What follows belongs to an exercise in optimizing a design on an open flow for small area, a short achievable clock period and few clock cycles per item; a production flow would make more cautious choices. At most, simulation tests tie the RTL to the original design; equivalence was not proved.

==> fjord <==
==> flow/design.v (excerpt) <==
module sparse_top #(
  parameter int LANES     = sparse_cfg_pkg::LANES_DEF,
  parameter int DATA_W    = sparse_cfg_pkg::DATA_W_DEF,
  parameter int ACC_W     = sparse_cfg_pkg::ACC_W_DEF,
  parameter int OUT_SHIFT = sparse_cfg_pkg::SHIFT_DEF
) (
  input  logic                    clk,
  input  logic                    rst_n,
  input  logic [LANES*DATA_W-1:0] weights_in,
  input  logic                    weights_valid,
  output logic                    weights_ready,
  input  logic [LANES*DATA_W-1:0] act_packed,
  input  logic [LANES-1:0]        act_mask,
  input  logic                    act_last,
  input  logic                    act_valid,
  output logic                    act_ready,
  output logic [LANES*DATA_W-1:0] out_packed,
  output logic [LANES-1:0]        out_mask,
  output logic                    out_valid,
  input  logic                    out_ready
);
==> module result_encoder, before the edit <==
module result_encoder #(
  parameter int LANES     = 4,
  parameter int DATA_W    = 8,
  parameter int ACC_W     = 24,
  parameter int OUT_SHIFT = 4
) (
  input  logic                    clk,
  input  logic [LANES*ACC_W-1:0]  acc_lanes,
  input  logic                    out_load,
  output logic [LANES*DATA_W-1:0] out_packed,
  output logic [LANES-1:0]        out_mask
);
  logic [LANES*DATA_W-1:0] packed_d;
  logic [LANES-1:0]        mask_d;
  function automatic int ones(input int m);
    ones = 0;
    for (int b = 0; b < LANES; b++) begin
      ones = ones + ((m >> b) & 1);
    end
  endfunction
  logic [DATA_W-1:0] q  [LANES];
  logic [LANES-1:0]  nz;
  always_comb begin
    for (int i = 0; i < LANES; i++) begin
      logic [ACC_W-1:0] a;
      logic             neg, ovf;
      a     = acc_lanes[i*ACC_W +: ACC_W];
      neg   = a[ACC_W-1];
      ovf   = |a[ACC_W-2:OUT_SHIFT+DATA_W];
      q[i]  = (a[OUT_SHIFT +: DATA_W] | {DATA_W{ovf}}) & {DATA_W{!neg}};
      nz[i] = !neg && (ovf || (|a[OUT_SHIFT +: DATA_W]));
    end
  end
  always_comb begin
    logic [LANES-1:0] sel [LANES];    
    for (int k = 0; k < LANES; k++) begin
      sel[k] = '0;
    end
    for (int j = 0; j < LANES; j++) begin
      for (int m = 0; m < (1 << j); m++) begin
        if ((nz & LANES'((1 << j) - 1)) == LANES'(m)) begin
          sel[ones(m)][j] = 1'b1;
        end
      end
    end
    for (int k = 0; k < LANES; k++) begin
      packed_d[k*DATA_W +: DATA_W] = '0;
      for (int j = k; j < LANES; j++) begin
        packed_d[k*DATA_W +: DATA_W] = packed_d[k*DATA_W +: DATA_W] | (q[j] & {DATA_W{sel[k][j]}});
      end
    end
    mask_d = nz;
  end
  always_ff @(posedge clk) begin
    if (out_load) begin
      out_packed <= packed_d;
      out_mask   <= mask_d;
    end
  end
endmodule
Settings: LEC_CHECK=0, ABC_AREA=1, CAP_MARGIN=20, CORE_MARGIN=2, CORE_UTILIZATION=40, SETUP_SLACK_MARGIN=4, SLEW_MARGIN=20; clock period 7.0 ns.
run.sh (not shown) runs the stock make flow with config.mk's settings and CLKGATE_MAP_FILE= SYNTH_SCRIPT=/design/flow/synth_recipe.tcl, a recipe that flattens the netlist after the stock synthesis.
==> violet: changes against fjord <==
--- a/flow/design.v
+++ b/flow/design.v
@@ -575,10 +575,4 @@
   logic [LANES*DATA_W-1:0] packed_d;
   logic [LANES-1:0]        mask_d;
-  function automatic int ones(input int m);
-    ones = 0;
-    for (int b = 0; b < LANES; b++) begin
-      ones = ones + ((m >> b) & 1);
-    end
-  endfunction
   logic [DATA_W-1:0] q  [LANES];
   logic [LANES-1:0]  nz;
@@ -602,5 +596,5 @@
       for (int m = 0; m < (1 << j); m++) begin
         if ((nz & LANES'((1 << j) - 1)) == LANES'(m)) begin
-          sel[ones(m)][j] = 1'b1;
+          sel[$countones(m)][j] = 1'b1;
         end
       end
Settings changed: ABC_AREA 1 to unset, CORE_UTILIZATION 40 to 60.
==> indigo: changes against fjord <==
--- a/flow/design.v
+++ b/flow/design.v
@@ -573,44 +573,28 @@
   output logic [LANES-1:0]        out_mask
 );
+  localparam logic signed [ACC_W-1:0] Q_MAX = ACC_W'((1 << DATA_W) - 1);
   logic [LANES*DATA_W-1:0] packed_d;
   logic [LANES-1:0]        mask_d;
-  function automatic int ones(input int m);
-    ones = 0;
-    for (int b = 0; b < LANES; b++) begin
-      ones = ones + ((m >> b) & 1);
-    end
-  endfunction
-  logic [DATA_W-1:0] q  [LANES];
-  logic [LANES-1:0]  nz;
   always_comb begin
+    logic signed [ACC_W-1:0] shifted;
+    logic [DATA_W-1:0]       q;
+    int                      idx;
+    idx      = 0;
+    packed_d = '0;
     for (int i = 0; i < LANES; i++) begin
-      logic [ACC_W-1:0] a;
-      logic             neg, ovf;
-      a     = acc_lanes[i*ACC_W +: ACC_W];
-      neg   = a[ACC_W-1];
-      ovf   = |a[ACC_W-2:OUT_SHIFT+DATA_W];
-      q[i]  = (a[OUT_SHIFT +: DATA_W] | {DATA_W{ovf}}) & {DATA_W{!neg}};
-      nz[i] = !neg && (ovf || (|a[OUT_SHIFT +: DATA_W]));
-    end
-  end
-  always_comb begin
-    logic [LANES-1:0] sel [LANES];    
-    for (int k = 0; k < LANES; k++) begin
-      sel[k] = '0;
-    end
-    for (int j = 0; j < LANES; j++) begin
-      for (int m = 0; m < (1 << j); m++) begin
-        if ((nz & LANES'((1 << j) - 1)) == LANES'(m)) begin
-          sel[ones(m)][j] = 1'b1;
-        end
+      shifted = $signed(acc_lanes[i*ACC_W +: ACC_W]) >>> OUT_SHIFT;
+      if (shifted < 0) begin
+        q = '0;
+      end else if (shifted > Q_MAX) begin
+        q = '1;
+      end else begin
+        q = shifted[DATA_W-1:0];
       end
-    end
-    for (int k = 0; k < LANES; k++) begin
-      packed_d[k*DATA_W +: DATA_W] = '0;
-      for (int j = k; j < LANES; j++) begin
-        packed_d[k*DATA_W +: DATA_W] = packed_d[k*DATA_W +: DATA_W] | (q[j] & {DATA_W{sel[k][j]}});
+      mask_d[i] = |q;
+      if (|q) begin
+        packed_d[idx*DATA_W +: DATA_W] = q;
+        idx = idx + 1;
       end
     end
-    mask_d = nz;
   end
   always_ff @(posedge clk) begin
Settings changed: ABC_AREA 1 to unset, ABC_CLOCK_PERIOD_IN_PS set to 3000, SETUP_SLACK_MARGIN 4 to 3.
==> tundra: changes against fjord <==
--- a/flow/design.v
+++ b/flow/design.v
@@ -575,10 +575,4 @@
   logic [LANES*DATA_W-1:0] packed_d;
   logic [LANES-1:0]        mask_d;
-  function automatic int ones(input int m);
-    ones = 0;
-    for (int b = 0; b < LANES; b++) begin
-      ones = ones + ((m >> b) & 1);
-    end
-  endfunction
   logic [DATA_W-1:0] q  [LANES];
   logic [LANES-1:0]  nz;
@@ -602,5 +596,5 @@
       for (int m = 0; m < (1 << j); m++) begin
         if ((nz & LANES'((1 << j) - 1)) == LANES'(m)) begin
-          sel[ones(m)][j] = 1'b1;
+          sel[$countones(m)][j] = 1'b1;
         end
       end
Settings changed: SETUP_SLACK_MARGIN 4 to 3.5.
==> run summary <==
indigo finished with timing, DRC and antenna clean. violet passed the timing, DRC and antenna checks. tundra produced a clean layout. fjord ran to the end with no violations. Sequential share of layout area, highest first: indigo, tundra, violet, fjord. Count of clock-buffer cells in the layout: indigo is lower than tundra (2). Between tundra and fjord, the lower non-clock buffer count is in tundra (gap 105).
Testbench counts of fjord, summed over its fixed seeds: cycles 11,168, groups 2,400.
Testbench counts of indigo, summed over its fixed seeds: cycles 11,168, groups 2,400.
Only the layout flow was run in violet and tundra; the RTL was not checked for function there.

==> static timing again, ports no longer ideal <==
No port has a modelled driver above. Below, the same layouts with a new extraction and two added sets of constraints.
Step 1, drivers: a clkbuf_16 drives clk and a buf_2 each remaining input, both assumed.
Step 2, shift: input delay + t, output delay - t, t = (earliest + latest rising clock arrival at the registers) / 2. This alone moves slack from input paths to output paths.
a / b / c = ideal / step 1 / step 2; a / b = the first two.
run	shift t [ns]	setup WS [ns]	worst setup path after step 2	worst slew at a driven data input, ns	pins driven straight from the clock port
fjord	0.627	3.860 / 3.860 / 3.556	input to register	0.09	1
violet	0.599	3.477 / 3.477 / 3.477	register to register	0.05	1
indigo	0.601	3.169 / 3.169 / 2.868	input to register	0.04	1
tundra	0.623	3.698 / 3.728 / 3.108	input to register	0.06	1
After both steps setup and hold are still met in every run listed. For tundra, which loses most, drivers alone change the setup slack by +0.030 ns; drivers and shift together by -0.590 ns.
